Source: an optimization exercise on an open RTL-to-GDS flow (aim: small area, a short achievable clock period and few clock cycles). Production flows keep margins and buffers that such runs may drop.
Power and IR drop assume default switching activity.

lane 1:
==> flow/design.v <==
package rv_mem_pkg;
    typedef logic [31:0] word_t;
    typedef logic [3:0]  byte_mask_t;
    typedef enum logic [2:0] {
        lb  = 3'b000,
        lh  = 3'b001,
        lw  = 3'b010,
        lbu = 3'b100,
        lhu = 3'b101
    } mem_funct3_e;
    localparam mem_funct3_e sb = lb;
    localparam mem_funct3_e sh = lh;
    localparam mem_funct3_e sw = lw;
    function automatic logic [3:0] access_mask(logic [2:0] funct3, logic [1:0] addr_lo);
        case (funct3[1:0])
            2'b00:   access_mask = 4'b0001 << addr_lo;
            2'b01:   access_mask = 4'b0011 << addr_lo;
            default: access_mask = 4'b1111;
        endcase
    endfunction
    function automatic logic [31:0] store_lanes(logic [2:0] funct3, logic [1:0] addr_lo,
                                                logic [31:0] value);
        logic [31:0] lanes;
        lanes = '0;
        case (funct3[1:0])
            2'b00:   lanes[8*addr_lo +: 8] = value[7:0];
            2'b01:   lanes[16*addr_lo[1] +: 16] = value[15:0];
            default: lanes = value;
        endcase
        store_lanes = lanes;
    endfunction
endpackage
package lsu_cfg_pkg;
    localparam int queue_depth  = 8;
    localparam int rob_id_width = 4;
    localparam int qptr_width   = $clog2(queue_depth);
    typedef logic [rob_id_width-1:0] rob_id_t;
    typedef logic [qptr_width-1:0]   qptr_t;
    typedef logic [qptr_width:0]     qcount_t;
endpackage
`timescale 1ns/1ns
module load_store_unit (
    input  logic                    clk,
    input  logic                    rst_n,
    input  logic                    flush,
    input  logic                    disp_valid,
    input  logic                    disp_is_store,
    input  logic [2:0]              disp_funct3,
    input  lsu_cfg_pkg::rob_id_t    disp_rob_id,
    input  rv_mem_pkg::word_t       disp_imm,
    input  lsu_cfg_pkg::rob_id_t    disp_rs1_id,
    input  logic                    disp_rs1_ready,
    input  rv_mem_pkg::word_t       disp_rs1_value,
    input  lsu_cfg_pkg::rob_id_t    disp_rs2_id,
    input  logic                    disp_rs2_ready,
    input  rv_mem_pkg::word_t       disp_rs2_value,
    input  logic                    cdb_valid,
    input  lsu_cfg_pkg::rob_id_t    cdb_rob_id,
    input  rv_mem_pkg::word_t       cdb_data,
    input  lsu_cfg_pkg::rob_id_t    commit_head,
    output logic                    lq_full,
    output logic                    sq_full,
    output logic                    mem_valid,
    output logic                    mem_write,
    output rv_mem_pkg::word_t       mem_addr,
    output rv_mem_pkg::byte_mask_t  mem_rmask,
    output rv_mem_pkg::byte_mask_t  mem_wmask,
    output rv_mem_pkg::word_t       mem_wdata,
    output logic [2:0]              mem_funct3,
    output lsu_cfg_pkg::rob_id_t    mem_rob_id,
    input  logic                    mem_ready
);
    localparam int D  = lsu_cfg_pkg::queue_depth;
    localparam int PW = lsu_cfg_pkg::qptr_width;
    localparam int OD = 2 * D;
    localparam int OW = $clog2(OD);
    typedef logic [3:0]  rob_t;
    typedef logic [31:0] word_t;
    logic [2:0]  lq_f3   [D];
    rob_t        lq_rob  [D];
    logic [11:0] lq_imm  [D];
    rob_t        lq_id   [D];
    logic        lq_rdy  [D];
    word_t       lq_val  [D];
    logic [PW-1:0] lq_head, lq_tail;
    logic [PW:0]   lq_cnt;
    logic [1:0]  sq_size [D];
    rob_t        sq_rob  [D];
    logic [11:0] sq_imm  [D];
    rob_t        sq_id1  [D];
    logic        sq_rdy1 [D];
    word_t       sq_val1 [D];
    rob_t        sq_id2  [D];
    logic        sq_rdy2 [D];
    word_t       sq_val2 [D];
    logic [PW-1:0] sq_head, sq_tail;
    logic [PW:0]   sq_cnt;
    logic          oq_st [OD];
    logic [OW-1:0] oq_head, oq_tail;
    logic        sta_valid;
    logic        sta_st;
    rob_t        sta_rob;
    word_t       sta_addr;
    logic [3:0]  sta_rmask;
    logic [3:0]  sta_wmask;
    word_t       sta_wdata;
    logic [2:0]  sta_f3;
    logic  q_empty;
    logic  ld_push, st_push;
    logic  grant, take;
    logic  rs1_hit, rs2_hit;
    logic  d_rdy1, d_rdy2;
    word_t d_val1, d_val2;
    logic        c_st;
    logic        c_rdy;
    word_t       c_base;
    word_t       c_data;
    logic [11:0] c_imm;
    logic [2:0]  c_f3;
    logic [1:0]  c_size;
    rob_t        c_rob;
    word_t       c_addr;
    logic [3:0]  c_mask;
    logic  lh_rdy, sh_rdy1, sh_rdy2;
    assign lq_full = lq_cnt[PW];
    assign sq_full = sq_cnt[PW];
    assign ld_push = disp_valid && !disp_is_store;
    assign st_push = disp_valid && disp_is_store;
    assign q_empty = (lq_cnt == '0) && (sq_cnt == '0);
    assign rs1_hit = cdb_valid && (cdb_rob_id == disp_rs1_id);
    assign rs2_hit = cdb_valid && (cdb_rob_id == disp_rs2_id);
    assign d_rdy1  = disp_rs1_ready || rs1_hit;
    assign d_rdy2  = disp_rs2_ready || rs2_hit;
    assign d_val1  = disp_rs1_ready ? disp_rs1_value : cdb_data;
    assign d_val2  = disp_rs2_ready ? disp_rs2_value : cdb_data;
    assign lh_rdy  = lq_rdy[lq_head]  || (cdb_valid && (cdb_rob_id == lq_id[lq_head]));
    assign sh_rdy1 = sq_rdy1[sq_head] || (cdb_valid && (cdb_rob_id == sq_id1[sq_head]));
    assign sh_rdy2 = sq_rdy2[sq_head] || (cdb_valid && (cdb_rob_id == sq_id2[sq_head]));
    always_comb begin
        if (!q_empty) begin
            c_st   = oq_st[oq_head];
            c_rdy  = c_st ? (sh_rdy1 && sh_rdy2) : lh_rdy;
            c_base = c_st ? (sq_rdy1[sq_head] ? sq_val1[sq_head] : cdb_data)
                          : (lq_rdy[lq_head]  ? lq_val[lq_head]  : cdb_data);
            c_imm  = c_st ? sq_imm[sq_head] : lq_imm[lq_head];
            c_size = c_st ? sq_size[sq_head] : lq_f3[lq_head][1:0];
            c_rob  = c_st ? sq_rob[sq_head] : lq_rob[lq_head];
            c_data = sq_rdy2[sq_head] ? sq_val2[sq_head] : cdb_data;
            c_f3   = lq_f3[lq_head];
        end else begin
            c_st   = disp_is_store;
            c_rdy  = disp_valid && d_rdy1 && (d_rdy2 || !disp_is_store);
            c_base = d_val1;
            c_imm  = disp_imm[11:0];
            c_size = disp_funct3[1:0];
            c_rob  = disp_rob_id;
            c_data = d_val2;
            c_f3   = disp_funct3;
        end
    end
    assign c_addr = c_base + {{20{c_imm[11]}}, c_imm};
    assign c_mask = rv_mem_pkg::access_mask({1'b0, c_size}, c_addr[1:0]);
    assign mem_valid  = sta_valid && (sta_rob == commit_head);
    assign grant      = mem_valid && mem_ready;
    assign take       = c_rdy && (!sta_valid || grant);
    assign mem_write  = sta_st;
    assign mem_addr   = sta_addr;
    assign mem_rmask  = sta_rmask;
    assign mem_wmask  = sta_wmask;
    assign mem_wdata  = sta_wdata;
    assign mem_funct3 = sta_f3;
    assign mem_rob_id = sta_rob;
    always_ff @(posedge clk) begin
        if (!rst_n || flush) begin
            lq_head   <= '0;
            lq_tail   <= '0;
            lq_cnt    <= '0;
            sq_head   <= '0;
            sq_tail   <= '0;
            sq_cnt    <= '0;
            oq_head   <= '0;
            oq_tail   <= '0;
            sta_valid <= 1'b0;
        end else begin
            if (ld_push) lq_tail <= lq_tail + 1'b1;
            if (st_push) sq_tail <= sq_tail + 1'b1;
            if (disp_valid) oq_tail <= oq_tail + 1'b1;
            if (take) begin
                oq_head <= oq_head + 1'b1;
                if (c_st) sq_head <= sq_head + 1'b1;
                else      lq_head <= lq_head + 1'b1;
            end
            if (ld_push && !(take && !c_st))      lq_cnt <= lq_cnt + 1'b1;
            else if (!ld_push && take && !c_st)   lq_cnt <= lq_cnt - 1'b1;
            if (st_push && !(take && c_st))       sq_cnt <= sq_cnt + 1'b1;
            else if (!st_push && take && c_st)    sq_cnt <= sq_cnt - 1'b1;
            if (take)       sta_valid <= 1'b1;
            else if (grant) sta_valid <= 1'b0;
        end
    end
    always_ff @(posedge clk) begin
        for (int i = 0; i < D; i++) begin
            if (!lq_rdy[i] && cdb_valid && (cdb_rob_id == lq_id[i])) begin
                lq_rdy[i] <= 1'b1;
                lq_val[i] <= cdb_data;
            end
            if (!sq_rdy1[i] && cdb_valid && (cdb_rob_id == sq_id1[i])) begin
                sq_rdy1[i] <= 1'b1;
                sq_val1[i] <= cdb_data;
            end
            if (!sq_rdy2[i] && cdb_valid && (cdb_rob_id == sq_id2[i])) begin
                sq_rdy2[i] <= 1'b1;
                sq_val2[i] <= cdb_data;
            end
        end
        if (ld_push) begin
            lq_f3[lq_tail]  <= disp_funct3;
            lq_rob[lq_tail] <= disp_rob_id;
            lq_imm[lq_tail] <= disp_imm[11:0];
            lq_id[lq_tail]  <= disp_rs1_id;
            lq_rdy[lq_tail] <= d_rdy1;
            lq_val[lq_tail] <= d_val1;
        end
        if (st_push) begin
            sq_size[sq_tail] <= disp_funct3[1:0];
            sq_rob[sq_tail]  <= disp_rob_id;
            sq_imm[sq_tail]  <= disp_imm[11:0];
            sq_id1[sq_tail]  <= disp_rs1_id;
            sq_rdy1[sq_tail] <= d_rdy1;
            sq_val1[sq_tail] <= d_val1;
            sq_id2[sq_tail]  <= disp_rs2_id;
            sq_rdy2[sq_tail] <= d_rdy2;
            sq_val2[sq_tail] <= d_val2;
        end
        if (disp_valid) begin
            oq_st[oq_tail] <= disp_is_store;
        end
        if (take) begin
            sta_st    <= c_st;
            sta_rob   <= c_rob;
            sta_addr  <= c_addr;
            sta_rmask <= c_st ? 4'b0000 : c_mask;
            sta_wmask <= c_st ? c_mask : 4'b0000;
            sta_wdata <= rv_mem_pkg::store_lanes({1'b0, c_size}, c_addr[1:0], c_data);
            sta_f3    <= c_f3;
        end
    end
endmodule
clock: 5.0 ns
lec_check: 0
cap_margin: 20
core_margin: 2
core_utilization: 40
slew_margin: 20
run.sh (not shown) runs the stock make flow with config.mk's settings and CLKGATE_MAP_FILE= SYNTH_SCRIPT=/design/flow/synth_recipe.tcl, a recipe that flattens the netlist after the stock synthesis.
--- input diff lane 1..lane 2 ---
Settings: SETUP_SLACK_MARGIN now 2.4, previously not set; ABC_CLOCK_PERIOD_IN_PS now 2000, previously not set.
Notes after the runs:
- Comparing lane 2 and lane 1, sum of met2 wire segment lengths after detailed routing is higher on lane 2.
- Clock period minus worst slack: lower on lane 2
- Of lane 2 and lane 1, the higher data required time at the worst endpoint belongs to lane 1.
- Between lane 2 and lane 1, the via count of the first global-routing pass is higher for lane 2.
- Routed wire in lane 2 totals more than in lane 1.
- Lane 2 ends up with a sequential share of layout area that is 2.6 points lower than in lane 1.
- For clock-net power, lane 2 and lane 1 come out practically identical.
- Against lane 1, power in lane 2 came out worse.
- Detailed route, lane 2 vs lane 1: via total higher for lane 2
No run of this note included a check of the RTL's function; only the layout flow was run.

-- afterwards: timing with drivers on the ports --
The results above use ideal ports. As a check the final layouts listed here were re-extracted and re-timed, cells and wires unchanged. Step 1 (the two cells are an assumption about what drives the block):
set clk [get_ports {clk}]
set_driving_cell -lib_cell sky130_fd_sc_hd__clkbuf_16 $clk
set_driving_cell -lib_cell sky130_fd_sc_hd__buf_2 [delete_from_list [all_inputs] $clk]
Step 2 also shifts input and output timing later by t, the mid clock arrival at the registers, as if the neighbouring blocks saw the same clock. a / b / c = ideal ports / drivers / drivers and shift; a / b = the first two.
| run | shift t [ns] | setup slack, ns | hold slack, ns | worst setup path after step 2 |
|---|---|---|---|---|
| lane 1 | 0.880 | 0.100 / 0.100 / 0.008 | 0.492 / 0.492 / 0.492 | input to register |
| lane 2 | 0.872 | 0.423 / 0.423 / 0.242 | 0.507 / 0.507 / 0.507 | input to register |
After both steps every run listed still meets setup and hold. The setup slack of lane 2, which loses most, moves by 0.000 ns with the drivers and by -0.181 ns with both steps.
